What follows belongs to an exercise in optimizing a design on an open flow for small area and a short achievable clock period; a production flow would make more cautious choices. No functional check of the RTL was part of any run shown here. Power figures rest on the tool's default switching activity, not on a simulated workload.

==> design.v <==
module jpeg_fb_writer #(
  parameter int unsigned       ADDR_W    = 32,
  parameter logic [ADDR_W-1:0] BASE_ADDR = 32'h0010_0000,
  parameter int unsigned       PIX_FMT   = 0
) (
  input  logic              clk,
  input  logic              reset,
  input  logic              in_valid_i,
  input  logic [15:0]       in_width_i,
  input  logic [15:0]       in_height_i,
  input  logic [15:0]       in_x_i,
  input  logic [15:0]       in_y_i,
  input  logic [7:0]        in_r_i,
  input  logic [7:0]        in_g_i,
  input  logic [7:0]        in_b_i,
  output logic              in_accept_o,
  output logic              wr_valid_o,
  output logic [ADDR_W-1:0] wr_addr_o,
  output logic [31:0]       wr_data_o,
  output logic [3:0]        wr_strb_o,
  input  logic              wr_ready_i,
  output logic              frame_done_o,
  output logic              busy_o,
  output logic [15:0]       crop_count_o,
  output logic              geom_err_o
);
  localparam int L = 14;   
  logic        active_q, start_pend_q, frame_done_q, busy_q, geom_err_q;
  logic        s1_valid_q, s1_crop_q, wr_valid_q, strb_q;
  logic [15:0] s1_x_q, s1_yn_q;
  logic [23:0] s1_rgb_q;
  logic [L-1:0]  wr_lo_q;
  logic          wr_c_q;
  logic [29:L]   wr_a_q, wr_b_q;
  logic [23:0] wr_rgb_q;
  logic [15:0] wn_q, w_q, h_q, col_q, row_q, crop_cnt_q;
  logic        en, accept, hs, use_latched, in_bounds, start_ok, wr_load;
  logic        idle, count, col_last, last, frame_end;
  logic        active_d, start_pend_d, wr_valid_d, s1_valid_d;
  logic [15:0] w_used, h_used;
  logic [L:0]  lo_sum;
  logic [29:L] hi_sum;
  assign en          = !wr_valid_q | wr_ready_i;
  assign accept      = en & in_valid_i;
  assign hs          = wr_valid_q & wr_ready_i;
  assign idle        = !active_q & !frame_done_q;
  assign use_latched = active_q | start_pend_q;
  assign w_q         = ~wn_q;
  assign w_used      = use_latched ? w_q : in_width_i;
  assign h_used      = use_latched ? h_q : in_height_i;
  assign in_bounds   = (in_x_i < w_used) & (in_y_i < h_used);
  assign start_ok    = accept & in_bounds & !use_latched;
  wire [15:0] yn = s1_yn_q;
  wire [15:0] wn = wn_q;
  wire [15:0] x  = s1_x_q;
  wire ms0, mc0;
  jfw_ha u_ms0 (.a(x[12]), .b(~(yn[0] | wn[12])), .s(ms0), .co(mc0));
  wire ms1, mc1;
  jfw_fa u_ms1 (.a(x[13]), .b(~(yn[0] | wn[13])), .c(~(yn[10] | wn[3])), .s(ms1), .co(mc1));
  wire ms2, mc2;
  jfw_ha u_ms2 (.a(~(yn[11] | wn[2])), .b(~(yn[12] | wn[1])), .s(ms2), .co(mc2));
  wire ms3, mc3;
  jfw_fa u_ms3 (.a(x[14]), .b(~(yn[0] | wn[14])), .c(~(yn[10] | wn[4])), .s(ms3), .co(mc3));
  wire ms4, mc4;
  jfw_fa u_ms4 (.a(~(yn[11] | wn[3])), .b(~(yn[12] | wn[2])), .c(~(yn[13] | wn[1])), .s(ms4), .co(mc4));
  wire ms5, mc5;
  jfw_ha u_ms5 (.a(~(yn[14] | wn[0])), .b(~(yn[1] | wn[13])), .s(ms5), .co(mc5));
  wire ms6, mc6;
  jfw_fa u_ms6 (.a(x[15]), .b(~(yn[0] | wn[15])), .c(~(yn[10] | wn[5])), .s(ms6), .co(mc6));
  wire ms7, mc7;
  jfw_fa u_ms7 (.a(~(yn[11] | wn[4])), .b(~(yn[12] | wn[3])), .c(~(yn[13] | wn[2])), .s(ms7), .co(mc7));
  wire ms8, mc8;
  jfw_fa u_ms8 (.a(~(yn[14] | wn[1])), .b(~(yn[15] | wn[0])), .c(~(yn[1] | wn[14])), .s(ms8), .co(mc8));
  wire ms9, mc9;
  jfw_ha u_ms9 (.a(~(yn[2] | wn[13])), .b(~(yn[3] | wn[12])), .s(ms9), .co(mc9));
  wire ms10, mc10;
  jfw_fa u_ms10 (.a(~(yn[10] | wn[6])), .b(~(yn[11] | wn[5])), .c(~(yn[12] | wn[4])), .s(ms10), .co(mc10));
  wire ms11, mc11;
  jfw_fa u_ms11 (.a(~(yn[13] | wn[3])), .b(~(yn[14] | wn[2])), .c(~(yn[15] | wn[1])), .s(ms11), .co(mc11));
  wire ms12, mc12;
  jfw_fa u_ms12 (.a(~(yn[1] | wn[15])), .b(~(yn[2] | wn[14])), .c(~(yn[3] | wn[13])), .s(ms12), .co(mc12));
  wire ms13, mc13;
  jfw_fa u_ms13 (.a(~(yn[10] | wn[7])), .b(~(yn[11] | wn[6])), .c(~(yn[12] | wn[5])), .s(ms13), .co(mc13));
  wire ms14, mc14;
  jfw_fa u_ms14 (.a(~(yn[13] | wn[4])), .b(~(yn[14] | wn[3])), .c(~(yn[15] | wn[2])), .s(ms14), .co(mc14));
  wire ms15, mc15;
  jfw_fa u_ms15 (.a(1'b1), .b(~(yn[10] | wn[8])), .c(~(yn[11] | wn[7])), .s(ms15), .co(mc15));
  wire ms16, mc16;
  jfw_ha u_ms16 (.a(~(yn[12] | wn[6])), .b(~(yn[13] | wn[5])), .s(ms16), .co(mc16));
  wire ms17, mc17;
  jfw_ha u_ms17 (.a(~(yn[10] | wn[9])), .b(~(yn[11] | wn[8])), .s(ms17), .co(mc17));
  wire ms18, mc18;
  jfw_ha u_ms18 (.a(x[8]), .b(~(yn[0] | wn[8])), .s(ms18), .co(mc18));
  wire ms19, mc19;
  jfw_fa u_ms19 (.a(x[9]), .b(~(yn[0] | wn[9])), .c(~(yn[1] | wn[8])), .s(ms19), .co(mc19));
  wire ms20, mc20;
  jfw_ha u_ms20 (.a(~(yn[2] | wn[7])), .b(~(yn[3] | wn[6])), .s(ms20), .co(mc20));
  wire ms21, mc21;
  jfw_fa u_ms21 (.a(x[10]), .b(~(yn[0] | wn[10])), .c(~(yn[10] | wn[0])), .s(ms21), .co(mc21));
  wire ms22, mc22;
  jfw_fa u_ms22 (.a(~(yn[1] | wn[9])), .b(~(yn[2] | wn[8])), .c(~(yn[3] | wn[7])), .s(ms22), .co(mc22));
  wire ms23, mc23;
  jfw_ha u_ms23 (.a(~(yn[4] | wn[6])), .b(~(yn[5] | wn[5])), .s(ms23), .co(mc23));
  wire ms24, mc24;
  jfw_fa u_ms24 (.a(x[11]), .b(~(yn[0] | wn[11])), .c(~(yn[10] | wn[1])), .s(ms24), .co(mc24));
  wire ms25, mc25;
  jfw_fa u_ms25 (.a(~(yn[11] | wn[0])), .b(~(yn[1] | wn[10])), .c(~(yn[2] | wn[9])), .s(ms25), .co(mc25));
  wire ms26, mc26;
  jfw_fa u_ms26 (.a(~(yn[3] | wn[8])), .b(~(yn[4] | wn[7])), .c(~(yn[5] | wn[6])), .s(ms26), .co(mc26));
  wire ms27, mc27;
  jfw_ha u_ms27 (.a(~(yn[6] | wn[5])), .b(~(yn[7] | wn[4])), .s(ms27), .co(mc27));
  wire ms28, mc28;
  jfw_fa u_ms28 (.a(~(yn[10] | wn[2])), .b(~(yn[11] | wn[1])), .c(~(yn[12] | wn[0])), .s(ms28), .co(mc28));
  wire ms29, mc29;
  jfw_fa u_ms29 (.a(~(yn[1] | wn[11])), .b(~(yn[2] | wn[10])), .c(~(yn[3] | wn[9])), .s(ms29), .co(mc29));
  wire ms30, mc30;
  jfw_fa u_ms30 (.a(~(yn[4] | wn[8])), .b(~(yn[5] | wn[7])), .c(~(yn[6] | wn[6])), .s(ms30), .co(mc30));
  wire ms31, mc31;
  jfw_fa u_ms31 (.a(~(yn[7] | wn[5])), .b(~(yn[8] | wn[4])), .c(~(yn[9] | wn[3])), .s(ms31), .co(mc31));
  wire ms32, mc32;
  jfw_fa u_ms32 (.a(~(yn[13] | wn[0])), .b(~(yn[1] | wn[12])), .c(~(yn[2] | wn[11])), .s(ms32), .co(mc32));
  wire ms33, mc33;
  jfw_fa u_ms33 (.a(~(yn[3] | wn[10])), .b(~(yn[4] | wn[9])), .c(~(yn[5] | wn[8])), .s(ms33), .co(mc33));
  wire ms34, mc34;
  jfw_fa u_ms34 (.a(~(yn[6] | wn[7])), .b(~(yn[7] | wn[6])), .c(~(yn[8] | wn[5])), .s(ms34), .co(mc34));
  wire ms35, mc35;
  jfw_fa u_ms35 (.a(~(yn[9] | wn[4])), .b(mc0), .c(ms2), .s(ms35), .co(mc35));
  wire ms36, mc36;
  jfw_fa u_ms36 (.a(~(yn[2] | wn[12])), .b(~(yn[3] | wn[11])), .c(~(yn[4] | wn[10])), .s(ms36), .co(mc36));
  wire ms37, mc37;
  jfw_fa u_ms37 (.a(~(yn[5] | wn[9])), .b(~(yn[6] | wn[8])), .c(~(yn[7] | wn[7])), .s(ms37), .co(mc37));
  wire ms38, mc38;
  jfw_fa u_ms38 (.a(~(yn[8] | wn[6])), .b(~(yn[9] | wn[5])), .c(mc2), .s(ms38), .co(mc38));
  wire ms39, mc39;
  jfw_fa u_ms39 (.a(ms5), .b(mc1), .c(ms3), .s(ms39), .co(mc39));
  wire ms40, mc40;
  jfw_fa u_ms40 (.a(~(yn[4] | wn[11])), .b(~(yn[5] | wn[10])), .c(~(yn[6] | wn[9])), .s(ms40), .co(mc40));
  wire ms41, mc41;
  jfw_fa u_ms41 (.a(~(yn[7] | wn[8])), .b(~(yn[8] | wn[7])), .c(~(yn[9] | wn[6])), .s(ms41), .co(mc41));
  wire ms42, mc42;
  jfw_fa u_ms42 (.a(mc5), .b(ms9), .c(mc3), .s(ms42), .co(mc42));
  wire ms43, mc43;
  jfw_fa u_ms43 (.a(mc4), .b(ms6), .c(ms7), .s(ms43), .co(mc43));
  wire ms44, mc44;
  jfw_fa u_ms44 (.a(~(yn[4] | wn[12])), .b(~(yn[5] | wn[11])), .c(~(yn[6] | wn[10])), .s(ms44), .co(mc44));
  wire ms45, mc45;
  jfw_fa u_ms45 (.a(~(yn[7] | wn[9])), .b(~(yn[8] | wn[8])), .c(~(yn[9] | wn[7])), .s(ms45), .co(mc45));
  wire ms46, mc46;
  jfw_fa u_ms46 (.a(mc9), .b(mc6), .c(mc7), .s(ms46), .co(mc46));
  wire ms47, mc47;
  jfw_fa u_ms47 (.a(mc8), .b(ms10), .c(ms11), .s(ms47), .co(mc47));
  wire ms48, mc48;
  jfw_fa u_ms48 (.a(~(yn[2] | wn[15])), .b(~(yn[3] | wn[14])), .c(~(yn[4] | wn[13])), .s(ms48), .co(mc48));
  wire ms49, mc49;
  jfw_fa u_ms49 (.a(~(yn[5] | wn[12])), .b(~(yn[6] | wn[11])), .c(~(yn[7] | wn[10])), .s(ms49), .co(mc49));
  wire ms50, mc50;
  jfw_fa u_ms50 (.a(~(yn[8] | wn[9])), .b(~(yn[9] | wn[8])), .c(mc10), .s(ms50), .co(mc50));
  wire ms51, mc51;
  jfw_fa u_ms51 (.a(mc11), .b(mc12), .c(ms13), .s(ms51), .co(mc51));
  wire ms52, mc52;
  jfw_fa u_ms52 (.a(~(yn[14] | wn[4])), .b(~(yn[15] | wn[3])), .c(~(yn[3] | wn[15])), .s(ms52), .co(mc52));
  wire ms53, mc53;
  jfw_fa u_ms53 (.a(~(yn[4] | wn[14])), .b(~(yn[5] | wn[13])), .c(~(yn[6] | wn[12])), .s(ms53), .co(mc53));
  wire ms54, mc54;
  jfw_fa u_ms54 (.a(~(yn[7] | wn[11])), .b(~(yn[8] | wn[10])), .c(~(yn[9] | wn[9])), .s(ms54), .co(mc54));
  wire ms55, mc55;
  jfw_fa u_ms55 (.a(ms16), .b(mc13), .c(mc14), .s(ms55), .co(mc55));
  wire ms56, mc56;
  jfw_fa u_ms56 (.a(~(yn[12] | wn[7])), .b(~(yn[13] | wn[6])), .c(~(yn[14] | wn[5])), .s(ms56), .co(mc56));
  wire ms57, mc57;
  jfw_fa u_ms57 (.a(~(yn[15] | wn[4])), .b(~(yn[4] | wn[15])), .c(~(yn[5] | wn[14])), .s(ms57), .co(mc57));
  wire ms58, mc58;
  jfw_fa u_ms58 (.a(~(yn[6] | wn[13])), .b(~(yn[7] | wn[12])), .c(~(yn[8] | wn[11])), .s(ms58), .co(mc58));
  wire ms59, mc59;
  jfw_fa u_ms59 (.a(~(yn[9] | wn[10])), .b(mc16), .c(ms17), .s(ms59), .co(mc59));
  wire ms60, mc60;
  jfw_fa u_ms60 (.a(~(yn[10] | wn[10])), .b(~(yn[11] | wn[9])), .c(~(yn[12] | wn[8])), .s(ms60), .co(mc60));
  wire ms61, mc61;
  jfw_fa u_ms61 (.a(~(yn[13] | wn[7])), .b(~(yn[14] | wn[6])), .c(~(yn[15] | wn[5])), .s(ms61), .co(mc61));
  wire ms62, mc62;
  jfw_fa u_ms62 (.a(~(yn[5] | wn[15])), .b(~(yn[6] | wn[14])), .c(~(yn[7] | wn[13])), .s(ms62), .co(mc62));
  wire ms63, mc63;
  jfw_ha u_ms63 (.a(~(yn[8] | wn[12])), .b(~(yn[9] | wn[11])), .s(ms63), .co(mc63));
  wire ms64, mc64;
  jfw_fa u_ms64 (.a(~(yn[10] | wn[11])), .b(~(yn[11] | wn[10])), .c(~(yn[12] | wn[9])), .s(ms64), .co(mc64));
  wire ms65, mc65;
  jfw_fa u_ms65 (.a(~(yn[13] | wn[8])), .b(~(yn[14] | wn[7])), .c(~(yn[15] | wn[6])), .s(ms65), .co(mc65));
  wire ms66, mc66;
  jfw_ha u_ms66 (.a(~(yn[6] | wn[15])), .b(~(yn[7] | wn[14])), .s(ms66), .co(mc66));
  wire ms67, mc67;
  jfw_fa u_ms67 (.a(~(yn[10] | wn[12])), .b(~(yn[11] | wn[11])), .c(~(yn[12] | wn[10])), .s(ms67), .co(mc67));
  wire ms68, mc68;
  jfw_ha u_ms68 (.a(~(yn[13] | wn[9])), .b(~(yn[14] | wn[8])), .s(ms68), .co(mc68));
  wire ms69, mc69;
  jfw_ha u_ms69 (.a(~(yn[10] | wn[13])), .b(~(yn[11] | wn[12])), .s(ms69), .co(mc69));
  wire ms70, mc70;
  jfw_ha u_ms70 (.a(x[5]), .b(~(yn[0] | wn[5])), .s(ms70), .co(mc70));
  wire ms71, mc71;
  jfw_fa u_ms71 (.a(x[6]), .b(~(yn[0] | wn[6])), .c(~(yn[1] | wn[5])), .s(ms71), .co(mc71));
  wire ms72, mc72;
  jfw_ha u_ms72 (.a(~(yn[2] | wn[4])), .b(~(yn[3] | wn[3])), .s(ms72), .co(mc72));
  wire ms73, mc73;
  jfw_fa u_ms73 (.a(x[7]), .b(~(yn[0] | wn[7])), .c(~(yn[1] | wn[6])), .s(ms73), .co(mc73));
  wire ms74, mc74;
  jfw_fa u_ms74 (.a(~(yn[2] | wn[5])), .b(~(yn[3] | wn[4])), .c(~(yn[4] | wn[3])), .s(ms74), .co(mc74));
  wire ms75, mc75;
  jfw_ha u_ms75 (.a(~(yn[5] | wn[2])), .b(~(yn[6] | wn[1])), .s(ms75), .co(mc75));
  wire ms76, mc76;
  jfw_fa u_ms76 (.a(~(yn[1] | wn[7])), .b(~(yn[2] | wn[6])), .c(~(yn[3] | wn[5])), .s(ms76), .co(mc76));
  wire ms77, mc77;
  jfw_fa u_ms77 (.a(~(yn[4] | wn[4])), .b(~(yn[5] | wn[3])), .c(~(yn[6] | wn[2])), .s(ms77), .co(mc77));
  wire ms78, mc78;
  jfw_fa u_ms78 (.a(~(yn[7] | wn[1])), .b(~(yn[8] | wn[0])), .c(ms18), .s(ms78), .co(mc78));
  wire ms79, mc79;
  jfw_fa u_ms79 (.a(~(yn[4] | wn[5])), .b(~(yn[5] | wn[4])), .c(~(yn[6] | wn[3])), .s(ms79), .co(mc79));
  wire ms80, mc80;
  jfw_fa u_ms80 (.a(~(yn[7] | wn[2])), .b(~(yn[8] | wn[1])), .c(~(yn[9] | wn[0])), .s(ms80), .co(mc80));
  wire ms81, mc81;
  jfw_fa u_ms81 (.a(mc18), .b(ms20), .c(ms19), .s(ms81), .co(mc81));
  wire ms82, mc82;
  jfw_fa u_ms82 (.a(~(yn[6] | wn[4])), .b(~(yn[7] | wn[3])), .c(~(yn[8] | wn[2])), .s(ms82), .co(mc82));
  wire ms83, mc83;
  jfw_fa u_ms83 (.a(~(yn[9] | wn[1])), .b(mc20), .c(ms23), .s(ms83), .co(mc83));
  wire ms84, mc84;
  jfw_fa u_ms84 (.a(mc19), .b(ms21), .c(ms22), .s(ms84), .co(mc84));
  wire ms85, mc85;
  jfw_fa u_ms85 (.a(~(yn[8] | wn[3])), .b(~(yn[9] | wn[2])), .c(mc23), .s(ms85), .co(mc85));
  wire ms86, mc86;
  jfw_fa u_ms86 (.a(ms27), .b(mc21), .c(mc22), .s(ms86), .co(mc86));
  wire ms87, mc87;
  jfw_fa u_ms87 (.a(ms24), .b(ms25), .c(ms26), .s(ms87), .co(mc87));
  wire ms88, mc88;
  jfw_fa u_ms88 (.a(mc27), .b(ms0), .c(mc24), .s(ms88), .co(mc88));
  wire ms89, mc89;
  jfw_fa u_ms89 (.a(mc25), .b(mc26), .c(ms28), .s(ms89), .co(mc89));
  wire ms90, mc90;
  jfw_fa u_ms90 (.a(ms29), .b(ms30), .c(ms31), .s(ms90), .co(mc90));
  wire ms91, mc91;
  jfw_fa u_ms91 (.a(mc28), .b(mc29), .c(mc30), .s(ms91), .co(mc91));
  wire ms92, mc92;
  jfw_fa u_ms92 (.a(mc31), .b(ms1), .c(ms32), .s(ms92), .co(mc92));
  wire ms93, mc93;
  jfw_fa u_ms93 (.a(ms33), .b(ms34), .c(ms35), .s(ms93), .co(mc93));
  wire ms94, mc94;
  jfw_fa u_ms94 (.a(mc32), .b(mc33), .c(mc34), .s(ms94), .co(mc94));
  wire ms95, mc95;
  jfw_fa u_ms95 (.a(ms36), .b(ms37), .c(ms4), .s(ms95), .co(mc95));
  wire ms96, mc96;
  jfw_fa u_ms96 (.a(mc35), .b(ms38), .c(ms39), .s(ms96), .co(mc96));
  wire ms97, mc97;
  jfw_fa u_ms97 (.a(mc36), .b(mc37), .c(ms40), .s(ms97), .co(mc97));
  wire ms98, mc98;
  jfw_fa u_ms98 (.a(ms41), .b(ms8), .c(mc38), .s(ms98), .co(mc98));
  wire ms99, mc99;
  jfw_fa u_ms99 (.a(mc39), .b(ms42), .c(ms43), .s(ms99), .co(mc99));
  wire ms100, mc100;
  jfw_fa u_ms100 (.a(mc40), .b(mc41), .c(ms12), .s(ms100), .co(mc100));
  wire ms101, mc101;
  jfw_fa u_ms101 (.a(ms44), .b(ms45), .c(mc42), .s(ms101), .co(mc101));
  wire ms102, mc102;
  jfw_fa u_ms102 (.a(mc43), .b(ms46), .c(ms47), .s(ms102), .co(mc102));
  wire ms103, mc103;
  jfw_fa u_ms103 (.a(mc44), .b(mc45), .c(ms14), .s(ms103), .co(mc103));
  wire ms104, mc104;
  jfw_fa u_ms104 (.a(ms48), .b(ms49), .c(mc46), .s(ms104), .co(mc104));
  wire ms105, mc105;
  jfw_fa u_ms105 (.a(mc47), .b(ms50), .c(ms51), .s(ms105), .co(mc105));
  wire ms106, mc106;
  jfw_fa u_ms106 (.a(mc48), .b(mc49), .c(ms15), .s(ms106), .co(mc106));
  wire ms107, mc107;
  jfw_fa u_ms107 (.a(ms52), .b(ms53), .c(ms54), .s(ms107), .co(mc107));
  wire ms108, mc108;
  jfw_fa u_ms108 (.a(mc50), .b(mc51), .c(ms55), .s(ms108), .co(mc108));
  wire ms109, mc109;
  jfw_fa u_ms109 (.a(mc15), .b(mc52), .c(mc53), .s(ms109), .co(mc109));
  wire ms110, mc110;
  jfw_fa u_ms110 (.a(mc54), .b(ms56), .c(ms57), .s(ms110), .co(mc110));
  wire ms111, mc111;
  jfw_fa u_ms111 (.a(ms58), .b(ms59), .c(mc55), .s(ms111), .co(mc111));
  wire ms112, mc112;
  jfw_fa u_ms112 (.a(mc17), .b(ms63), .c(mc56), .s(ms112), .co(mc112));
  wire ms113, mc113;
  jfw_fa u_ms113 (.a(mc57), .b(mc58), .c(ms60), .s(ms113), .co(mc113));
  wire ms114, mc114;
  jfw_fa u_ms114 (.a(ms61), .b(ms62), .c(mc59), .s(ms114), .co(mc114));
  wire ms115, mc115;
  jfw_fa u_ms115 (.a(~(yn[8] | wn[13])), .b(~(yn[9] | wn[12])), .c(mc63), .s(ms115), .co(mc115));
  wire ms116, mc116;
  jfw_fa u_ms116 (.a(ms66), .b(mc60), .c(mc61), .s(ms116), .co(mc116));
  wire ms117, mc117;
  jfw_fa u_ms117 (.a(mc62), .b(ms64), .c(ms65), .s(ms117), .co(mc117));
  wire ms118, mc118;
  jfw_fa u_ms118 (.a(~(yn[15] | wn[7])), .b(~(yn[7] | wn[15])), .c(~(yn[8] | wn[14])), .s(ms118), .co(mc118));
  wire ms119, mc119;
  jfw_fa u_ms119 (.a(~(yn[9] | wn[13])), .b(mc66), .c(ms68), .s(ms119), .co(mc119));
  wire ms120, mc120;
  jfw_fa u_ms120 (.a(mc64), .b(mc65), .c(ms67), .s(ms120), .co(mc120));
  wire ms121, mc121;
  jfw_fa u_ms121 (.a(~(yn[12] | wn[11])), .b(~(yn[13] | wn[10])), .c(~(yn[14] | wn[9])), .s(ms121), .co(mc121));
  wire ms122, mc122;
  jfw_fa u_ms122 (.a(~(yn[15] | wn[8])), .b(~(yn[8] | wn[15])), .c(~(yn[9] | wn[14])), .s(ms122), .co(mc122));
  wire ms123, mc123;
  jfw_fa u_ms123 (.a(mc68), .b(ms69), .c(mc67), .s(ms123), .co(mc123));
  wire ms124, mc124;
  jfw_fa u_ms124 (.a(~(yn[10] | wn[14])), .b(~(yn[11] | wn[13])), .c(~(yn[12] | wn[12])), .s(ms124), .co(mc124));
  wire ms125, mc125;
  jfw_fa u_ms125 (.a(~(yn[13] | wn[11])), .b(~(yn[14] | wn[10])), .c(~(yn[15] | wn[9])), .s(ms125), .co(mc125));
  wire ms126, mc126;
  jfw_ha u_ms126 (.a(~(yn[9] | wn[15])), .b(mc69), .s(ms126), .co(mc126));
  wire ms127, mc127;
  jfw_fa u_ms127 (.a(~(yn[10] | wn[15])), .b(~(yn[11] | wn[14])), .c(~(yn[12] | wn[13])), .s(ms127), .co(mc127));
  wire ms128, mc128;
  jfw_ha u_ms128 (.a(~(yn[13] | wn[12])), .b(~(yn[14] | wn[11])), .s(ms128), .co(mc128));
  wire ms129, mc129;
  jfw_ha u_ms129 (.a(~(yn[11] | wn[15])), .b(~(yn[12] | wn[14])), .s(ms129), .co(mc129));
  wire ms130, mc130;
  jfw_ha u_ms130 (.a(x[3]), .b(~(yn[0] | wn[3])), .s(ms130), .co(mc130));
  wire ms131, mc131;
  jfw_fa u_ms131 (.a(x[4]), .b(~(yn[0] | wn[4])), .c(~(yn[1] | wn[3])), .s(ms131), .co(mc131));
  wire ms132, mc132;
  jfw_ha u_ms132 (.a(~(yn[2] | wn[2])), .b(~(yn[3] | wn[1])), .s(ms132), .co(mc132));
  wire ms133, mc133;
  jfw_fa u_ms133 (.a(~(yn[1] | wn[4])), .b(~(yn[2] | wn[3])), .c(~(yn[3] | wn[2])), .s(ms133), .co(mc133));
  wire ms134, mc134;
  jfw_fa u_ms134 (.a(~(yn[4] | wn[1])), .b(~(yn[5] | wn[0])), .c(ms70), .s(ms134), .co(mc134));
  wire ms135, mc135;
  jfw_fa u_ms135 (.a(~(yn[4] | wn[2])), .b(~(yn[5] | wn[1])), .c(~(yn[6] | wn[0])), .s(ms135), .co(mc135));
  wire ms136, mc136;
  jfw_fa u_ms136 (.a(mc70), .b(ms72), .c(ms71), .s(ms136), .co(mc136));
  wire ms137, mc137;
  jfw_fa u_ms137 (.a(~(yn[7] | wn[0])), .b(mc72), .c(ms75), .s(ms137), .co(mc137));
  wire ms138, mc138;
  jfw_fa u_ms138 (.a(mc71), .b(ms73), .c(ms74), .s(ms138), .co(mc138));
  wire ms139, mc139;
  jfw_fa u_ms139 (.a(mc75), .b(mc73), .c(mc74), .s(ms139), .co(mc139));
  wire ms140, mc140;
  jfw_fa u_ms140 (.a(ms76), .b(ms77), .c(ms78), .s(ms140), .co(mc140));
  wire ms141, mc141;
  jfw_fa u_ms141 (.a(mc76), .b(mc77), .c(ms79), .s(ms141), .co(mc141));
  wire ms142, mc142;
  jfw_fa u_ms142 (.a(ms80), .b(mc78), .c(ms81), .s(ms142), .co(mc142));
  wire ms143, mc143;
  jfw_fa u_ms143 (.a(mc79), .b(mc80), .c(ms82), .s(ms143), .co(mc143));
  wire ms144, mc144;
  jfw_fa u_ms144 (.a(ms83), .b(mc81), .c(ms84), .s(ms144), .co(mc144));
  wire ms145, mc145;
  jfw_fa u_ms145 (.a(mc82), .b(mc83), .c(ms85), .s(ms145), .co(mc145));
  wire ms146, mc146;
  jfw_fa u_ms146 (.a(mc84), .b(ms86), .c(ms87), .s(ms146), .co(mc146));
  wire ms147, mc147;
  jfw_fa u_ms147 (.a(mc85), .b(mc86), .c(mc87), .s(ms147), .co(mc147));
  wire ms148, mc148;
  jfw_fa u_ms148 (.a(ms88), .b(ms89), .c(ms90), .s(ms148), .co(mc148));
  wire ms149, mc149;
  jfw_fa u_ms149 (.a(mc88), .b(mc89), .c(mc90), .s(ms149), .co(mc149));
  wire ms150, mc150;
  jfw_fa u_ms150 (.a(ms91), .b(ms92), .c(ms93), .s(ms150), .co(mc150));
  wire ms151, mc151;
  jfw_fa u_ms151 (.a(mc91), .b(mc92), .c(ms94), .s(ms151), .co(mc151));
  wire ms152, mc152;
  jfw_fa u_ms152 (.a(ms95), .b(mc93), .c(ms96), .s(ms152), .co(mc152));
  wire ms153, mc153;
  jfw_fa u_ms153 (.a(mc94), .b(mc95), .c(ms97), .s(ms153), .co(mc153));
  wire ms154, mc154;
  jfw_fa u_ms154 (.a(ms98), .b(mc96), .c(ms99), .s(ms154), .co(mc154));
  wire ms155, mc155;
  jfw_fa u_ms155 (.a(mc97), .b(mc98), .c(ms100), .s(ms155), .co(mc155));
  wire ms156, mc156;
  jfw_fa u_ms156 (.a(ms101), .b(mc99), .c(ms102), .s(ms156), .co(mc156));
  wire ms157, mc157;
  jfw_fa u_ms157 (.a(mc100), .b(ms103), .c(mc101), .s(ms157), .co(mc157));
  wire ms158, mc158;
  jfw_fa u_ms158 (.a(ms104), .b(mc102), .c(ms105), .s(ms158), .co(mc158));
  wire ms159, mc159;
  jfw_fa u_ms159 (.a(mc103), .b(ms106), .c(ms107), .s(ms159), .co(mc159));
  wire ms160, mc160;
  jfw_fa u_ms160 (.a(mc104), .b(mc105), .c(ms108), .s(ms160), .co(mc160));
  wire ms161, mc161;
  jfw_fa u_ms161 (.a(mc106), .b(mc107), .c(ms109), .s(ms161), .co(mc161));
  wire ms162, mc162;
  jfw_fa u_ms162 (.a(ms110), .b(mc108), .c(ms111), .s(ms162), .co(mc162));
  wire ms163, mc163;
  jfw_fa u_ms163 (.a(mc109), .b(mc110), .c(ms112), .s(ms163), .co(mc163));
  wire ms164, mc164;
  jfw_fa u_ms164 (.a(ms113), .b(mc111), .c(ms114), .s(ms164), .co(mc164));
  wire ms165, mc165;
  jfw_fa u_ms165 (.a(ms115), .b(mc112), .c(mc113), .s(ms165), .co(mc165));
  wire ms166, mc166;
  jfw_fa u_ms166 (.a(ms116), .b(ms117), .c(mc114), .s(ms166), .co(mc166));
  wire ms167, mc167;
  jfw_fa u_ms167 (.a(ms118), .b(mc115), .c(ms119), .s(ms167), .co(mc167));
  wire ms168, mc168;
  jfw_fa u_ms168 (.a(mc116), .b(mc117), .c(ms120), .s(ms168), .co(mc168));
  wire ms169, mc169;
  jfw_fa u_ms169 (.a(mc118), .b(ms121), .c(ms122), .s(ms169), .co(mc169));
  wire ms170, mc170;
  jfw_fa u_ms170 (.a(mc119), .b(mc120), .c(ms123), .s(ms170), .co(mc170));
  wire ms171, mc171;
  jfw_fa u_ms171 (.a(mc121), .b(mc122), .c(ms126), .s(ms171), .co(mc171));
  wire ms172, mc172;
  jfw_fa u_ms172 (.a(ms124), .b(ms125), .c(mc123), .s(ms172), .co(mc172));
  wire ms173, mc173;
  jfw_fa u_ms173 (.a(~(yn[15] | wn[10])), .b(ms128), .c(mc124), .s(ms173), .co(mc173));
  wire ms174, mc174;
  jfw_fa u_ms174 (.a(mc125), .b(mc126), .c(ms127), .s(ms174), .co(mc174));
  wire ms175, mc175;
  jfw_fa u_ms175 (.a(~(yn[13] | wn[13])), .b(~(yn[14] | wn[12])), .c(~(yn[15] | wn[11])), .s(ms175), .co(mc175));
  wire ms176, mc176;
  jfw_fa u_ms176 (.a(mc128), .b(ms129), .c(mc127), .s(ms176), .co(mc176));
  wire ms177, mc177;
  jfw_fa u_ms177 (.a(~(yn[12] | wn[15])), .b(~(yn[13] | wn[14])), .c(~(yn[14] | wn[13])), .s(ms177), .co(mc177));
  wire ms178, mc178;
  jfw_ha u_ms178 (.a(~(yn[15] | wn[12])), .b(mc129), .s(ms178), .co(mc178));
  wire ms179, mc179;
  jfw_ha u_ms179 (.a(~(yn[13] | wn[15])), .b(~(yn[14] | wn[14])), .s(ms179), .co(mc179));
  wire ms180, mc180;
  jfw_ha u_ms180 (.a(x[2]), .b(~(yn[0] | wn[2])), .s(ms180), .co(mc180));
  wire ms181, mc181;
  jfw_fa u_ms181 (.a(~(yn[1] | wn[2])), .b(~(yn[2] | wn[1])), .c(~(yn[3] | wn[0])), .s(ms181), .co(mc181));
  wire ms182, mc182;
  jfw_fa u_ms182 (.a(~(yn[4] | wn[0])), .b(mc130), .c(ms132), .s(ms182), .co(mc182));
  wire ms183, mc183;
  jfw_fa u_ms183 (.a(mc132), .b(mc131), .c(ms133), .s(ms183), .co(mc183));
  wire ms184, mc184;
  jfw_fa u_ms184 (.a(mc133), .b(ms135), .c(mc134), .s(ms184), .co(mc184));
  wire ms185, mc185;
  jfw_fa u_ms185 (.a(mc135), .b(ms137), .c(mc136), .s(ms185), .co(mc185));
  wire ms186, mc186;
  jfw_fa u_ms186 (.a(mc137), .b(mc138), .c(ms139), .s(ms186), .co(mc186));
  wire ms187, mc187;
  jfw_fa u_ms187 (.a(mc139), .b(ms141), .c(mc140), .s(ms187), .co(mc187));
  wire ms188, mc188;
  jfw_fa u_ms188 (.a(mc141), .b(ms143), .c(mc142), .s(ms188), .co(mc188));
  wire ms189, mc189;
  jfw_fa u_ms189 (.a(mc143), .b(ms145), .c(mc144), .s(ms189), .co(mc189));
  wire ms190, mc190;
  jfw_fa u_ms190 (.a(mc145), .b(mc146), .c(ms147), .s(ms190), .co(mc190));
  wire ms191, mc191;
  jfw_fa u_ms191 (.a(mc147), .b(mc148), .c(ms149), .s(ms191), .co(mc191));
  wire ms192, mc192;
  jfw_fa u_ms192 (.a(mc149), .b(ms151), .c(mc150), .s(ms192), .co(mc192));
  wire ms193, mc193;
  jfw_fa u_ms193 (.a(mc151), .b(ms153), .c(mc152), .s(ms193), .co(mc193));
  wire ms194, mc194;
  jfw_fa u_ms194 (.a(mc153), .b(ms155), .c(mc154), .s(ms194), .co(mc194));
  wire ms195, mc195;
  jfw_fa u_ms195 (.a(mc155), .b(ms157), .c(mc156), .s(ms195), .co(mc195));
  wire ms196, mc196;
  jfw_fa u_ms196 (.a(ms159), .b(mc157), .c(mc158), .s(ms196), .co(mc196));
  wire ms197, mc197;
  jfw_fa u_ms197 (.a(mc159), .b(ms161), .c(mc160), .s(ms197), .co(mc197));
  wire ms198, mc198;
  jfw_fa u_ms198 (.a(mc161), .b(ms163), .c(mc162), .s(ms198), .co(mc198));
  wire ms199, mc199;
  jfw_fa u_ms199 (.a(mc163), .b(ms165), .c(mc164), .s(ms199), .co(mc199));
  wire ms200, mc200;
  jfw_fa u_ms200 (.a(ms167), .b(mc165), .c(mc166), .s(ms200), .co(mc200));
  wire ms201, mc201;
  jfw_fa u_ms201 (.a(ms169), .b(mc167), .c(mc168), .s(ms201), .co(mc201));
  wire ms202, mc202;
  jfw_fa u_ms202 (.a(mc169), .b(ms171), .c(mc170), .s(ms202), .co(mc202));
  wire ms203, mc203;
  jfw_fa u_ms203 (.a(mc171), .b(ms173), .c(ms174), .s(ms203), .co(mc203));
  wire ms204, mc204;
  jfw_fa u_ms204 (.a(ms175), .b(mc173), .c(mc174), .s(ms204), .co(mc204));
  wire ms205, mc205;
  jfw_fa u_ms205 (.a(mc175), .b(ms178), .c(ms177), .s(ms205), .co(mc205));
  wire ms206, mc206;
  jfw_fa u_ms206 (.a(~(yn[15] | wn[13])), .b(ms179), .c(mc177), .s(ms206), .co(mc206));
  wire ms207, mc207;
  jfw_ha u_ms207 (.a(~(yn[14] | wn[15])), .b(~(yn[15] | wn[14])), .s(ms207), .co(mc207));
  wire ms208, mc208;
  jfw_ha u_ms208 (.a(x[1]), .b(~(yn[0] | wn[1])), .s(ms208), .co(mc208));
  wire ms209, mc209;
  jfw_fa u_ms209 (.a(~(yn[1] | wn[1])), .b(~(yn[2] | wn[0])), .c(ms180), .s(ms209), .co(mc209));
  wire ms210, mc210;
  jfw_fa u_ms210 (.a(mc180), .b(ms130), .c(ms181), .s(ms210), .co(mc210));
  wire ms211, mc211;
  jfw_fa u_ms211 (.a(mc181), .b(ms131), .c(ms182), .s(ms211), .co(mc211));
  wire ms212, mc212;
  jfw_fa u_ms212 (.a(mc182), .b(ms134), .c(ms183), .s(ms212), .co(mc212));
  wire ms213, mc213;
  jfw_fa u_ms213 (.a(mc183), .b(ms136), .c(ms184), .s(ms213), .co(mc213));
  wire ms214, mc214;
  jfw_fa u_ms214 (.a(ms138), .b(mc184), .c(ms185), .s(ms214), .co(mc214));
  wire ms215, mc215;
  jfw_fa u_ms215 (.a(ms140), .b(mc185), .c(ms186), .s(ms215), .co(mc215));
  wire ms216, mc216;
  jfw_fa u_ms216 (.a(mc186), .b(ms142), .c(ms187), .s(ms216), .co(mc216));
  wire ms217, mc217;
  jfw_fa u_ms217 (.a(ms144), .b(mc187), .c(ms188), .s(ms217), .co(mc217));
  wire ms218, mc218;
  jfw_fa u_ms218 (.a(ms146), .b(mc188), .c(ms189), .s(ms218), .co(mc218));
  wire ms219, mc219;
  jfw_fa u_ms219 (.a(ms148), .b(mc189), .c(ms190), .s(ms219), .co(mc219));
  wire ms220, mc220;
  jfw_fa u_ms220 (.a(ms150), .b(mc190), .c(ms191), .s(ms220), .co(mc220));
  wire ms221, mc221;
  jfw_fa u_ms221 (.a(mc191), .b(ms152), .c(ms192), .s(ms221), .co(mc221));
  wire ms222, mc222;
  jfw_fa u_ms222 (.a(ms154), .b(mc192), .c(ms193), .s(ms222), .co(mc222));
  wire ms223, mc223;
  jfw_fa u_ms223 (.a(ms156), .b(mc193), .c(ms194), .s(ms223), .co(mc223));
  wire ms224, mc224;
  jfw_fa u_ms224 (.a(ms158), .b(mc194), .c(ms195), .s(ms224), .co(mc224));
  wire ms225, mc225;
  jfw_fa u_ms225 (.a(ms160), .b(mc195), .c(ms196), .s(ms225), .co(mc225));
  wire ms226, mc226;
  jfw_fa u_ms226 (.a(ms162), .b(mc196), .c(ms197), .s(ms226), .co(mc226));
  wire ms227, mc227;
  jfw_fa u_ms227 (.a(ms164), .b(mc197), .c(ms198), .s(ms227), .co(mc227));
  wire ms228, mc228;
  jfw_fa u_ms228 (.a(ms166), .b(mc198), .c(ms199), .s(ms228), .co(mc228));
  wire ms229, mc229;
  jfw_fa u_ms229 (.a(ms168), .b(mc199), .c(ms200), .s(ms229), .co(mc229));
  wire ms230, mc230;
  jfw_fa u_ms230 (.a(ms170), .b(mc200), .c(ms201), .s(ms230), .co(mc230));
  wire ms231, mc231;
  jfw_fa u_ms231 (.a(ms172), .b(mc201), .c(ms202), .s(ms231), .co(mc231));
  wire ms232, mc232;
  jfw_fa u_ms232 (.a(mc172), .b(ms203), .c(mc202), .s(ms232), .co(mc232));
  wire ms233, mc233;
  jfw_fa u_ms233 (.a(ms176), .b(mc203), .c(ms204), .s(ms233), .co(mc233));
  wire ms234, mc234;
  jfw_fa u_ms234 (.a(mc176), .b(ms205), .c(mc204), .s(ms234), .co(mc234));
  wire ms235, mc235;
  jfw_fa u_ms235 (.a(mc178), .b(mc205), .c(ms206), .s(ms235), .co(mc235));
  wire ms236, mc236;
  jfw_fa u_ms236 (.a(mc179), .b(ms207), .c(mc206), .s(ms236), .co(mc236));
  wire [29:0] mra = {mc235, mc234, mc233, mc232, mc231, mc230, mc229, mc228, mc227, mc226, mc225, mc224, mc223, mc222, mc221, mc220, mc219, mc218, mc217, mc216, mc215, mc214, mc213, mc212, mc211, mc210, mc209, mc208, ms208, x[0]};
  wire [29:0] mrb = {ms236, ms235, ms234, ms233, ms232, ms231, ms230, ms229, ms228, ms227, ms226, ms225, ms224, ms223, ms222, ms221, ms220, ms219, ms218, ms217, ms216, ms215, ms214, ms213, ms212, ms211, ms210, ms209, ~(yn[1] | wn[0]), ~(yn[0] | wn[0])};
  assign lo_sum      = {1'b0, mra[L-1:0]} + {1'b0, mrb[L-1:0]};
  assign wr_load     = en & s1_valid_q & !s1_crop_q;
  assign s1_valid_d  = en ? in_valid_i : s1_valid_q;
  assign wr_valid_d  = en ? (s1_valid_q & !s1_crop_q) : wr_valid_q;
  assign count       = active_q & hs;
  assign col_last    = col_q == 16'd1;
  assign last        = col_last & (row_q == 16'd1);
  assign frame_end   = count & last;
  assign active_d     = (idle & (start_pend_q | start_ok)) | (active_q & !frame_end);
  assign start_pend_d = frame_done_q & start_ok;
  always_ff @(posedge clk) begin
    if (en) begin
      s1_x_q    <= in_x_i;
      s1_yn_q   <= ~in_y_i;
      s1_rgb_q  <= {in_r_i, in_g_i, in_b_i};
      s1_crop_q <= !in_bounds;
    end
    if (wr_load) begin
      wr_lo_q  <= lo_sum[L-1:0];
      wr_c_q   <= lo_sum[L];
      wr_a_q   <= mra[29:L];
      wr_b_q   <= mrb[29:L];
      wr_rgb_q <= s1_rgb_q;
    end
    if (start_ok) begin
      wn_q  <= ~in_width_i;
      h_q   <= in_height_i;
      col_q <= w_used;
      row_q <= in_height_i;
    end else if (count) begin
      col_q <= col_last ? w_used : col_q - 16'd1;
      if (col_last) row_q <= row_q - 16'd1;
    end
  end
  always_ff @(posedge clk) begin
    if (!reset) begin
      active_q     <= 1'b0;
      start_pend_q <= 1'b0;
      frame_done_q <= 1'b0;
      busy_q       <= 1'b0;
      geom_err_q   <= 1'b0;
      s1_valid_q   <= 1'b0;
      wr_valid_q   <= 1'b0;
      strb_q       <= 1'b0;
      crop_cnt_q   <= '0;
    end else begin
      active_q     <= active_d;
      start_pend_q <= start_pend_d;
      frame_done_q <= frame_end;
      busy_q       <= active_d | frame_end | s1_valid_d | wr_valid_d | start_pend_d;
      if (active_q & accept & ((in_width_i != w_q) | (in_height_i != h_q)))
        geom_err_q <= 1'b1;
      s1_valid_q   <= s1_valid_d;
      wr_valid_q   <= wr_valid_d;
      if (wr_load) strb_q <= 1'b1;
      if (start_ok)
        crop_cnt_q <= 16'd0;
      else if (en & s1_valid_q & s1_crop_q & (crop_cnt_q != 16'hFFFF))
        crop_cnt_q <= crop_cnt_q + 16'd1;
    end
  end
  jfw_cpa_hi u_hi (.a(wr_a_q), .b(wr_b_q), .ci(wr_c_q), .en(strb_q), .s(hi_sum));
  jfw_accept u_acc (.wr_valid(wr_valid_q), .wr_ready(wr_ready_i), .accept(in_accept_o));
  assign wr_valid_o   = wr_valid_q;
  assign wr_addr_o    = {hi_sum, strb_q ? wr_lo_q : {L{1'b0}}, 2'b00};
  assign wr_data_o    = strb_q ? {8'h00, wr_rgb_q} : 32'd0;
  assign wr_strb_o    = {4{strb_q}};
  assign frame_done_o = frame_done_q;
  assign busy_o       = busy_q;
  assign crop_count_o = crop_cnt_q;
  assign geom_err_o   = geom_err_q;
endmodule
module jfw_cpa_hi (input logic [29:14] a, b, input logic ci, en, output logic [29:14] s);
  logic [30-14:0] t;
  assign t = {a & {(30-14){en}}, 1'b1} + {b & {(30-14){en}}, ci & en};
  assign s = t[30-14:1];
endmodule
module jfw_accept (input logic wr_valid, wr_ready, output logic accept);
  assign accept = !wr_valid | wr_ready;
endmodule
module jfw_fa (input logic a, b, c, output logic s, co);
  assign s  = a ^ b ^ c;
  assign co = (a & b) | (c & (a ^ b));
endmodule
module jfw_ha (input logic a, b, output logic s, co);
  assign s  = a ^ b;
  assign co = a & b;
endmodule
==> flow/run.sh <==
#!/bin/bash
# Own layout flow: the standard flow, with plain buf_1 cells as the port buffers
# (instead of the delay-cell buffer the resizer picks by default). Every port still gets
# its own buffer. The full make output goes to std_flow.log in the work folder.
set -euo pipefail
export BUFFER_PORTS_ARGS="-buffer_cell sky130_fd_sc_hd__buf_1"
bash standard.sh finish > std_flow.log 2>&1
==> standard.sh <==
#!/bin/bash
# synth_recipe.tcl (not shown) runs the flow's synth.tcl, then flattens the netlist and writes it again
# the make line also repeats each setting of config.mk as NAME=value (left out here)
make -C /OpenROAD-flow-scripts/flow DESIGN_CONFIG=/design/flow/config.mk WORK_HOME=/design/flow/orfs CLKGATE_MAP_FILE= SYNTH_SCRIPT=/design/flow/synth_recipe.tcl "${@:-finish}"
==> config.mk <==
export PLATFORM = sky130hd
export DESIGN_NAME = jpeg_fb_writer
export DESIGN_NICKNAME = jpeg_fb_writer
export VERILOG_FILES = /design/flow/design.v
export SDC_FILE = /design/flow/constraint.sdc
export NUM_CORES = 4
export LEC_CHECK = 0
export CAP_MARGIN = 20
export CORE_MARGIN = 2
export CORE_UTILIZATION = 40
export SETUP_SLACK_MARGIN = 4.6
export SLEW_MARGIN = 20
export SYNTH_HIERARCHICAL = 1
==> constraint.sdc <==
create_clock -name core_clock -period 9.0 [get_ports {clk}]
set_input_delay 1.8000 -clock core_clock [delete_from_list [all_inputs] [get_ports {clk}]]
set_output_delay 1.8000 -clock core_clock [all_outputs]
set_load 0.01 [all_outputs]
==> load_flow_metrics.sql, run 1 <==
INSERT INTO impl_metrics (metric_group, metric, value, unit) VALUES
('yosys', 'synth-seq-cells', '216', ''),
('yosys', 'yosys.cell_types.count', '58', ''),
('timing', 'post-route-worst-setup-slack', '4.442', 'ns'),
('yosys', 'number_of_enable_type_register_cells_in_the_synthesized_netlist', '192', ''),
('grt', 'grt_pass1_wl', '69730', 'um'),
('floorplanning', 'core_box_area', '41670', 'um2'),
('drt', 'vias_per_cell', '5.251', ''),
('critical_path', 'critPathKind', 'flop to output pin', ''),
('critical_path', 'worstPathMaxFanout', '8', ''),
('power_and_ir_drop', 'power.sequential.fraction', '0.300', ''),
('clock_tree', 'cts_buffers', '26', ''),
('timing', 'finalMaxSlewViolations', '0', ''),
('critical_path', 'cp.required', '7.20', 'ns'),
('drt', 'drc', '0', ''),
('grt', 'number_of_global_route_vias_before_repair', '12520', ''),
('grt', 'grt_start_max_net_pins', '73', ''),
('power_and_ir_drop', 'power.net_switching', '1.889', 'mW'),
('timing', 'fin_setup_tns', '0', 'ns'),
('clock_tree', 'clkSlewWorstSetupHoldPaths', '0.06', 'ns'),
('layout', 'finalNonFillerCells', '2252', ''),
('layout', 'antennaDiodeCount', '0', ''),
('critical_path', 'reg2reg_setup_slack', '4.73', 'ns'),
('timing', 'clock_tree_skew_after_final_layout', '0.02621', 'ns'),
('drt', 'detailroute.via_count', '11830', ''),
('yosys', 'netlist_area', '16780', 'um2'),
('yosys', 'synth_flop_cell', 'sky130_fd_sc_hd__edfxtp_1', ''),
('yosys', 'synthDominantAreaCellType', 'sky130_fd_sc_hd__edfxtp_1', ''),
('grt', 'grt_antenna_before_repair', '4', ''),
('timing', 'timing.final.setup_violations', '0', ''),
('layout', 'layout.core_utilization', '0.4804', ''),
('place', 'gp_routability_congestion', '0.8438', ''),
('yosys', 'ys.warnings.count', '7', ''),
('place', 'place_worst_setup_slack', '3.797', 'ns'),
('clock_tree', 'tritoncts', 'yes', ''),
('timing', 'period_minus_slack', '4.558', 'ns'),
('power_and_ir_drop', 'comb_power_share', '0.498', ''),
('floorplanning', 'dieHeight', '208.8', 'um'),
('yosys', 'ys_async_sr_fraction', '0', ''),
('clock_tree', 'tritoncts_num_sinks', '216', ''),
('critical_path', 'cp.arrival', '2.76', 'ns'),
('clock_tree', 'post_cts_hold_buffer_count', '0', ''),
('floorplanning', 'die-area', '43610', 'um2'),
('run_status', 'status', 'complete, no violations', ''),
('grt', 'grtUsageTotal', '0.2045', ''),
('clock_tree', 'clock_tree.buffer_depth', '3', ''),
('yosys', 'yosysMostFrequentCell', 'sky130_fd_sc_hd__nor2_1', ''),
('critical_path', 'worst_setup_path_end_kind', 'output pin', ''),
('timing', 'worst_slew_pin_slew', '1.048', 'ns'),
('drt', 'drt-wirelength-per-cell', '19.46', 'um'),
('floorplanning', 'rows', '75', ''),
('yosys', 'synthesis.area_per_instance', '11.34', 'um2'),
('grt', 'grt-busiest-layer', 'met2', ''),
('timing', 'layout_worst_path_cycle_share', '0.5065', ''),
('yosys', 'post_synth_most_frequent_cells', '301 x sky130_fd_sc_hd__nor2_1, 212 x sky130_fd_sc_hd__fa_1, 192 x sky130_fd_sc_hd__edfxtp_1', ''),
('power_and_ir_drop', 'pwr-share-clk', '0.201', ''),
('floorplanning', 'initial_utilization', '0.4028', ''),
('timing', 'rsz_0062_raised_after_global_routing', 'true', ''),
('place', 'dpl.cell_count', '2107', ''),
('drt', 'ant_nets', '0', ''),
('min_path', 'min_delay_worst_endpoint', 'wr_rgb_q[11]', ''),
('critical_path', 'cp_cell_sequence', 'buf_12 > clkbuf_16 > and2_1 > ha_4 > a21oi_4 > o21ai_2 > a221o_1 > a31oi_2 > xor2_1 > buf_2', ''),
('drt', 'drt-total-wl', '43830', 'um'),
('timing', 'fmaxAchievable', '219.4', 'MHz'),
('critical_path', 'worst_path_largest_cell_delay', '0.47', 'ns'),
('min_path', 'hold_path.class', 'flop to flop', ''),
('power_and_ir_drop', 'p_leak', '8.158', 'nW'),
('power_and_ir_drop', 'switching_share', '0.3697', ''),
('critical_path', 'r2r_cells', '13', ''),
('timing', 'hold_viol_final', '0', ''),
('grt', 'grt.overflow.total', '0', ''),
('grt', 'grt_util_met3', '0.04028', '');
==> registers in the layout, summed over array words and instances (netlist names) <==
name / flops
wr_lo_q: 14
h_q: 16
wr_a_q: 16
wr_valid_q: 1
busy_q: 1
strb_q: 1
wr_b_q: 16
s1_crop_q: 1
crop_cnt_q: 16
active_q: 1
row_q: 16
geom_err_q: 1
col_q: 16
s1_valid_q: 1
s1_rgb_q: 24
s1_yn_q: 16
frame_done_q: 1
wn_q: 16
start_pend_q: 1
s1_x_q: 16
wr_rgb_q: 24
wr_c_q: 1
==> per-module statistics from Yosys (local to each module, per instance) <==
module / copies in the design / flip-flops and latches
jfw_accept: 1 / 0
jfw_ha: 27 / 0
jpeg_fb_writer: 1 / 216
jfw_fa: 210 / 0
jfw_cpa_hi: 1 / 0
==> worst max-delay path: cells and delay by family (launching register included) <==
family,cells,cell delay (ns)
xor+xnor,1,0.15
compound gates,4,0.75
flops,1,0.47
buf+inv,3,0.42
simple gates,1,0.15
fa+ha+maj,1,0.24
==> power groups by stage <==
stage          clock network (mW)  logic, mW  registers, mW
2_1_floorplan                   0       1.82           1.50
3_3_place_gp                    0       2.26           1.59
3_5_place_dp                    0       2.33           1.60
4_1_cts                      1.06       2.48           1.54
5_1_grt                      1.09       2.93           1.55
6_report                     1.03       2.54           1.54
==> layer usage <==
metal / wire (um) / vias to the layer above
met5: 53 / -
met4: 1361 / 8
met3: 3132 / 99
met2: 21010 / 427
met1: 18280 / 5913
li1: - / 5378
==> cell type report <==
type / count / area (um2)
Fill cell: 3789 / 21650
Multi-Input combinational cell: 1126 / 10370
Sequential cell: 216 / 6250
Timing Repair Buffer: 275 / 1705
Clock buffer: 35 / 684.4
Tap cell: 539 / 674.4
Inverter: 48 / 180.2
Clock inverter: 13 / 151.4
==> cells by family (layout without fill, tap and decap cells) <==
logic type,count (synthesis),count (layout),share of synthesized area
multiplexers,35,35,0.02087
flip-flops,216,216,0.3721
adder cells (fa/ha/maj),303,303,0.3207
XOR/XNOR,96,96,0.05010
other,2,11,0.0004475
AND/OR/NAND/NOR,540,540,0.1458
AO/OA/AOI/OAI,141,141,0.05256
buffers and inverters,147,371,0.03735
==> timing repair <==
action | CTS | global route
resized for setup | 70 | 36
pin swaps | 18 | 11
endpoints found under the setup margin | 50 | 78
cloned | 5 | 1
buffers inserted | 78 | 13
==> worst max-delay path by stage <==
stage                   startpoint       endpoint  slack (ns)  depth (start not counted)
floorplan            in_width_i[5]       col_q[0]        4.58                          8
global placement    in_width_i[13]      col_q[13]        3.82                         11
detailed placement  in_width_i[13]      col_q[11]        3.80                         11
CTS                         strb_q  wr_addr_o[26]        4.37                         10
global route                strb_q  wr_addr_o[25]        4.36                         10
finish                      strb_q  wr_addr_o[31]        4.44                         10
==> through the flow <==
step                      power (mW)  instance area, um2
final                          5.109               20020
after global routing           5.573               20020
after detailed placement       3.933               17770
after global placement         3.858               17770
after CTS                      5.070               19700
after floorplan                3.320               16850
==> layout by cell type, fill, tap and decap left out, types with 48 or more instances in the layout <==
master and count:
sky130_fd_sc_hd__nor2_1 297, sky130_fd_sc_hd__fa_1 210, sky130_fd_sc_hd__edfxtp_1 192, sky130_fd_sc_hd__buf_1 159, sky130_fd_sc_hd__buf_4 88, sky130_fd_sc_hd__ha_1 77
sky130_fd_sc_hd__nand2_1 67, sky130_fd_sc_hd__and2_1 54, sky130_fd_sc_hd__xor2_1 51, sky130_fd_sc_hd__inv_1 48
==> run 2, diff against run 1 <==
--- a/design.v
+++ b/design.v
@@ -24,7 +24,7 @@
   output logic [15:0]       crop_count_o,
   output logic              geom_err_o
 );
-  localparam int L = 14;   
+  localparam int L = 12;   
   logic        active_q, start_pend_q, frame_done_q, busy_q, geom_err_q;
   logic        s1_valid_q, s1_crop_q, wr_valid_q, strb_q;
   logic [15:0] s1_x_q, s1_yn_q;
@@ -601,10 +601,10 @@
   assign crop_count_o = crop_cnt_q;
   assign geom_err_o   = geom_err_q;
 endmodule
-module jfw_cpa_hi (input logic [29:14] a, b, input logic ci, en, output logic [29:14] s);
-  logic [30-14:0] t;
-  assign t = {a & {(30-14){en}}, 1'b1} + {b & {(30-14){en}}, ci & en};
-  assign s = t[30-14:1];
+module jfw_cpa_hi (input logic [29:12] a, b, input logic ci, en, output logic [29:12] s);
+  logic [30-12:0] t;
+  assign t = {a & {(30-12){en}}, 1'b1} + {b & {(30-12){en}}, ci & en};
+  assign s = t[30-12:1];
 endmodule
 module jfw_accept (input logic wr_valid, wr_ready, output logic accept);
   assign accept = !wr_valid | wr_ready;
==> load_flow_metrics.sql, run 2 <==
INSERT INTO impl_metrics (metric_group, metric, value, unit) VALUES
('critical_path', 'cp.arrival', '3.00', 'ns'),
('timing', 'period_minus_slack', '4.804', 'ns'),
('yosys', 'synthesis.area_per_instance', '11.40', 'um2'),
('grt', 'grt_start_max_net_pins', '68', ''),
('power_and_ir_drop', 'p_leak', '7.880', 'nW'),
('grt', 'grt_pass1_wl', '69360', 'um'),
('critical_path', 'critPathKind', 'flop to output pin', ''),
('timing', 'fin_setup_tns', '0', 'ns'),
('timing', 'clock_tree_skew_after_final_layout', '0.01417', 'ns'),
('clock_tree', 'clkSlewWorstSetupHoldPaths', '0.06', 'ns'),
('floorplanning', 'core_box_area', '41950', 'um2'),
('yosys', 'ys.warnings.count', '7', ''),
('layout', 'reg_top3', 's1_rgb_q: 24 flops, wr_rgb_q: 24 flops', ''),
('floorplanning', 'rows', '75', ''),
('grt', 'number_of_global_route_vias_before_repair', '12540', ''),
('grt', 'grt.overflow.total', '0', ''),
('floorplanning', 'dieHeight', '210.2', 'um'),
('yosys', 'yosysMostFrequentCell', 'sky130_fd_sc_hd__nor2_1', ''),
('floorplanning', 'initial_utilization', '0.4054', ''),
('clock_tree', 'tritoncts', 'yes', ''),
('clock_tree', 'clock_tree.buffer_depth', '3', ''),
('yosys', 'yosys.cell_types.count', '62', ''),
('layout', 'layout.cells.most_common_list', '304 x sky130_fd_sc_hd__nor2_1, 211 x sky130_fd_sc_hd__fa_1, 194 x sky130_fd_sc_hd__edfxtp_1', ''),
('drt', 'drc', '0', ''),
('floorplanning', 'die-area', '44180', 'um2'),
('layout', 'leading_cell_type_in_the_layout_fill_and_taps_excluded', 'sky130_fd_sc_hd__nor2_1', ''),
('power_and_ir_drop', 'power', '4.593', 'mW'),
('drt', 'ant_nets', '0', ''),
('yosys', 'ys_async_sr_fraction', '0', ''),
('run_status', 'status', 'complete, no violations', ''),
('timing', 'rsz_0062_raised_after_global_routing', 'true', ''),
('clock_tree', 'cts_buffers', '24', ''),
('critical_path', 'cp.required', '7.20', 'ns'),
('timing', 'timing.final.setup_violations', '0', '');
[run 2: changes by cell type in the layout (fill, tap and decap cells not counted), sizes merged, moves of 5 or more]
cell	delta
mux2	+15
nor3	+6
buf	-40
nor2	+8
nand3	-5
nand2b	+5
nand2	-6
o21a	+5
o21ai	-9
a21o	-13
[run 2: worst paths after layout]
| check | end | slack (ns) | cells after the start |
|---|---|---|---|
| worst min-delay path | wr_rgb_q[2] | 0.42 | 0 |
| worst max register to register | wr_c_q | 4.77 | 10 |
| worst min register to register | wr_rgb_q[2] | 0.42 | 0 |
| worst max-delay path | wr_addr_o[30] | 4.20 | 11 |
[run 2: through the flow]
stage	hold slack, ns	instance area (um2)	utilization	worst slack (ns)	cells
after floorplan	0.4003	17060	-	4.679	1501
after global placement	0.4011	17970	0.4283	4.047	2120
after detailed placement	0.4054	17970	0.4283	3.982	2120
after CTS	0.4192	19580	0.4667	4.225	2209
after global routing	0.4235	19870	0.4736	4.113	2224
final	0.4182	19870	0.4736	4.196	2225
[run 2: final cells by class]
type	count	area (um2)
repair buffers	235	1329
fillers	3805	22080
multi-input cells	1137	10600
inverters	51	191.4
clock buffers	34	668.1
diodes	2	5.005
flip-flops and latches	218	6310
well taps	539	674.4
clock inverters	9	92.59
[run 2: worst reg2reg max path, cell delays in order (launching register included)]
cell	delay, ns
sky130_fd_sc_hd__edfxtp_1	0.87
sky130_fd_sc_hd__nor2_1	0.17
sky130_fd_sc_hd__fa_1	0.55
sky130_fd_sc_hd__fa_1	0.46
sky130_fd_sc_hd__fa_1	0.40
sky130_fd_sc_hd__fa_1	0.51
sky130_fd_sc_hd__fa_1	0.41
sky130_fd_sc_hd__ha_1	0.32
sky130_fd_sc_hd__o21a_1	0.12
sky130_fd_sc_hd__nor2_1	0.10
sky130_fd_sc_hd__a21oi_1	0.05
[run 2: modules after synthesis (local to each module, per instance)]
module,cells,cell area [um2],copies in the design
jfw_accept,1,6.256,1
jfw_ha,1,12.51,27
jpeg_fb_writer,1083,11310,1
jfw_cpa_hi,171,1146,1
jfw_fa,1,20.02,210
[run 2: cells by family after synthesis]
logic type | Yosys count | synth area share
fa+ha+maj | 303 | 0.3165
compound gates | 122 | 0.04495
other cells | 2 | 0.0004416
buf+inv | 149 | 0.03848
flops | 218 | 0.3708
xor+xnor | 95 | 0.04893
mux | 50 | 0.03053
simple gates | 553 | 0.1494
[run 2: repair_timing]
item | in CTS | in global routing
hold buffers | 0 | 0
gates resized for setup | 86 | 30
gates cloned | 5 | 4
setup buffers | 41 | 10
pin swaps | 26 | 29
setup endpoints to repair | 32 | 86
[run 2: where the power goes]
group	internal, mW	switching [mW]
clock network	0.547	0.415
logic	0.968	1.14
registers	1.42	0.0991
[run 2: layer usage]
metal	up-vias	track usage	share of wire
met2	419	0.3348	0.47
li1	5334	-	-
met4	4	0.05258	0.021
met3	74	0.04440	0.077
met1	5918	0.2666	0.43
met5	-	0	0.00066

## static timing again, ports no longer ideal
In the flow no input, the clock included, has a driving cell. The finished layouts below were timed again as built, in two steps.
Step 1 assumes that a clkbuf_16 drives the clock port and a buf_2 every other input.
Step 2 adds t to the input delays and takes it off the output delays; t is the mean of the earliest and latest rising clock arrival at the registers after step 1. Input paths then give back, and output paths get back, about the clock's delay inside the block.
a / b / c = no drivers / after step 1 / after step 2; a / b = the first two.
run | shift t [ns] | setup slack, ns | worst register clock-pin slew, ns | worst data-port slew with drivers (ns) | cell pins on the clock port's net
run 1 | 0.599 | 4.442 / 4.389 / 4.256 | 0.07 / 0.07 | 0.07 | 1
run 2 | 0.593 | 4.196 / 4.147 / 4.217 | 0.07 / 0.07 | 0.10 | 1
After both steps setup and hold are still met in every run listed. For run 1, which loses most, drivers alone change the setup slack by -0.053 ns; drivers and shift together by -0.186 ns.
